This design comes from an exercise in tuning for small area, a short achievable clock period and few clock cycles per item on the open sky130 flow, not from production work. The RTL was checked by simulation tests, not by an equivalence proof against the original design.

== before ==
// bilin_simd4_top
module bilin_simd4_top (
  input  wire logic        clk,
  input  wire logic        rst_n,
  input  wire logic        i_start,
  input  wire logic [15:0] i_in_w,
  input  wire logic [15:0] i_in_h,
  input  wire logic [15:0] i_scale,
  input  wire logic [31:0] i_rd_data,
  output logic             o_busy,
  output logic             o_done,
  output logic [15:0]      o_out_w,
  output logic [15:0]      o_out_h,
  output logic [75:0]      o_rd_addr,
  output logic [3:0]       o_wr_en,
  output logic [75:0]      o_wr_addr,
  output logic [31:0]      o_wr_data
);
Size: roughly 4400 cells after synthesis, roughly 500 flip-flops, roughly 310 I/O pins, roughly 0.045 sq mm of cells after synthesis.
export LEC_CHECK = 0
export CAP_MARGIN = 20
export CORE_MARGIN = 2
export CORE_UTILIZATION = 40
export SLEW_MARGIN = 20
create_clock -name core_clock -period 110.0 [get_ports {clk}]
run.sh (not shown) runs the stock make flow with config.mk's settings and CLKGATE_MAP_FILE= SYNTH_SCRIPT=/design/flow/synth_recipe.tcl, a recipe that flattens the netlist after the stock synthesis.
before: flow completed, timing, DRC and antenna clean
Testbench counts of before, summed over its fixed seeds: cycles 24,827, items 58,680.
The inputs of after differ from those of before as listed below.
--- a/flow/design.v
+++ b/flow/design.v
@@ -281,38 +281,34 @@
     assign cy = (ca & cb) | (ca & cc) | (cb & cc);
     bilin_rca #(.N(18)) u_t3 (
       .a (cs), .b ({cy[16:0], 1'b0}), .ci (1'b0), .s (tj[3]), .co (tj_co[3])
     );
   end
   logic                 gbig;
   logic [LANES:1][9:0]  dj;
   logic [LANES:1]       gge;
   logic [LANES:1]       clj;
+  logic [LANES:1][9:0]  dje;
   logic [LANES:1]       le0;
   logic [LANES:1]       le1;
   logic [LANES:1]       le2;
   logic [LANES:1]       eq1;
-  logic g_z;
-  logic g_1;
-  logic g_le2;
-  assign gbig  = |gap[15:10];
-  assign g_z   = gap == 16'd0;
-  assign g_1   = gap == 16'd1;
-  assign g_le2 = gap <= 16'd2;
+  assign gbig = |gap[15:10];
   for (genvar j = 1; j <= LANES; j++) begin : g_cl
     logic [9:0] gd;
     assign dj[j] = tj[j][17:8];
     bilin_rca #(.N(10)) u_cmp (.a (gap[9:0]), .b (~dj[j]), .ci (1'b1), .s (gd), .co (gge[j]));
     assign clj[j] = !gbig && !gge[j];
-    assign le0[j] = clj[j] ? g_z : (dj[j] == 10'd0);
-    assign le1[j] = clj[j] ? (g_z || g_1) : (dj[j][9:1] == 9'd0);
-    assign eq1[j] = clj[j] ? g_1 : (dj[j] == 10'd1);
-    assign le2[j] = clj[j] ? g_le2 : ((dj[j][9:2] == 8'd0) && !(dj[j][1] && dj[j][0]));
+    assign dje[j] = clj[j] ? gap[9:0] : dj[j];
+    assign le0[j] = dje[j] == 10'd0;
+    assign le1[j] = dje[j][9:1] == 9'd0;
+    assign eq1[j] = dje[j] == 10'd1;
+    assign le2[j] = (dje[j][9:2] == 8'd0) && !(dje[j][1] && dje[j][0]);
   end
   logic [LANES-1:0]      emit;
   logic [LANES-1:0][7:0] fxj;
   logic [LANES-1:0]      selj;
   logic [2:0]            e_n;
   logic                  row_end;
   logic [7:0]            te;
   logic [9:0]            de;
   logic                  cle;
@@ -324,22 +320,18 @@
   always_comb begin
     emit[0] = 1'b1;
     fxj[0]  = fx0;
     selj[0] = !cached;
     for (int j = 1; j < LANES; j++) begin
       emit[j] = emit[j-1] && (rem > 16'(j)) && (cached ? le1[j] : le0[j]);
       fxj[j]  = clj[j] ? 8'hff : tj[j][7:0];
       selj[j] = cached ? eq1[j] : 1'b1;
     end
-    if (LANES == 3) begin
-      emit[2] = emit[1] && (rem > 16'd2) && (cached ? eq1[2] : le0[2]);
-      selj[2] = 1'b1;
-    end
     e_n = 3'd1;
     for (int j = 1; j < LANES; j++) begin
       if (emit[j]) e_n = 3'(j + 1);
     end
     row_end = rem <= {13'd0, e_n};
     te   = tj[1][7:0];
     de   = dj[1];
     cle  = clj[1];
     le0e = le0[1];
@@ -373,27 +365,20 @@
   logic [19:0] a0_s;
   logic [19:0] a2_s;
   logic [18:0] a0_n;
   logic [18:0] a1_n;
   logic [18:0] a2_n;
   logic [18:0] a3_n;
   logic [1:0]  a_co;
   assign delta     = cle ? gap : {6'd0, de};
   assign cached_nn = !rowstart && cached_n;
-  logic [1:0] as_co;
-  bilin_rca #(.N(20)) u_a0 (
-    .a ({rowstart ? mb : xi, 1'b1}), .b ({3'd0, rowstart ? 16'd0 : delta, cached_nn}), .ci (1'b0),
-    .s (a0_s), .co (as_co[0])
-  );
-  bilin_rca #(.N(20)) u_a2 (
-    .a ({rowstart ? mb : xq, 1'b1}), .b ({3'd0, rowstart ? wr : delta, cached_nn}), .ci (1'b0),
-    .s (a2_s), .co (as_co[1])
-  );
+  assign a0_s = {rowstart ? mb : xi, 1'b1} + {3'd0, rowstart ? 16'd0 : delta, cached_nn};
+  assign a2_s = {rowstart ? mb : xq, 1'b1} + {3'd0, rowstart ? wr : delta, cached_nn};
   assign a0_n = a0_s[19:1];
   assign a2_n = a2_s[19:1];
   bilin_rca #(.N(19)) u_a1 (.a (a0_n), .b (19'd0), .ci (1'b1), .s (a1_n), .co (a_co[0]));
   bilin_rca #(.N(19)) u_a3 (.a (a2_n), .b (19'd0), .ci (1'b1), .s (a3_n), .co (a_co[1]));
   logic [15:0] gap_sub;
   logic        gap_co;
   bilin_rca #(.N(16)) u_gap (.a (gap), .b (~{6'd0, de}), .ci (1'b1), .s (gap_sub), .co (gap_co));
   logic [15:0] rem_sub;
   logic        rem_co;
==> summary.txt <==
Sort before and after by number of buffers created by CTS asc -> top: before. Fmax delta (after − before): favourable. When after is set beside before, its worst-case reg-to-reg path depth turns out to be about 5.5% smaller. Summary — count of unique library cells instantiated by Yosys, after relative to before: higher, by 1. In after, met1 routed wirelength after detailed routing is higher than in before.
Testbench counts of after, summed over its fixed seeds: cycles 24,707, items 58,680.

-- what the ideal ports hide --
The flow's constraints put no driver on any port. The routed layouts listed below were extracted and timed again, unchanged, in two steps.
Step 1 sets driving cells, clkbuf_16 on the clock port and buf_2 on the other inputs (assumed; they add their load-dependent delay and slew).
Step 2, shift: input delay + t, output delay - t, t = (earliest + latest rising clock arrival at the registers) / 2. This alone moves slack from input paths to output paths.
Three values: no drivers, after step 1, after step 2; two values: the first two.
run | t, ns | setup WS [ns] | hold WS [ns] | worst setup path after step 2 | slew at the worst register clock pin (ns)
before | 0.762 | 86.272 / 86.204 / 86.799 | 0.337 / 0.337 / 0.337 | input to register | 0.07 / 0.07
after | 0.704 | 86.376 / 86.303 / 86.836 | 0.334 / 0.334 / 0.334 | input to register | 0.06 / 0.06
After both steps every run listed still meets setup and hold.
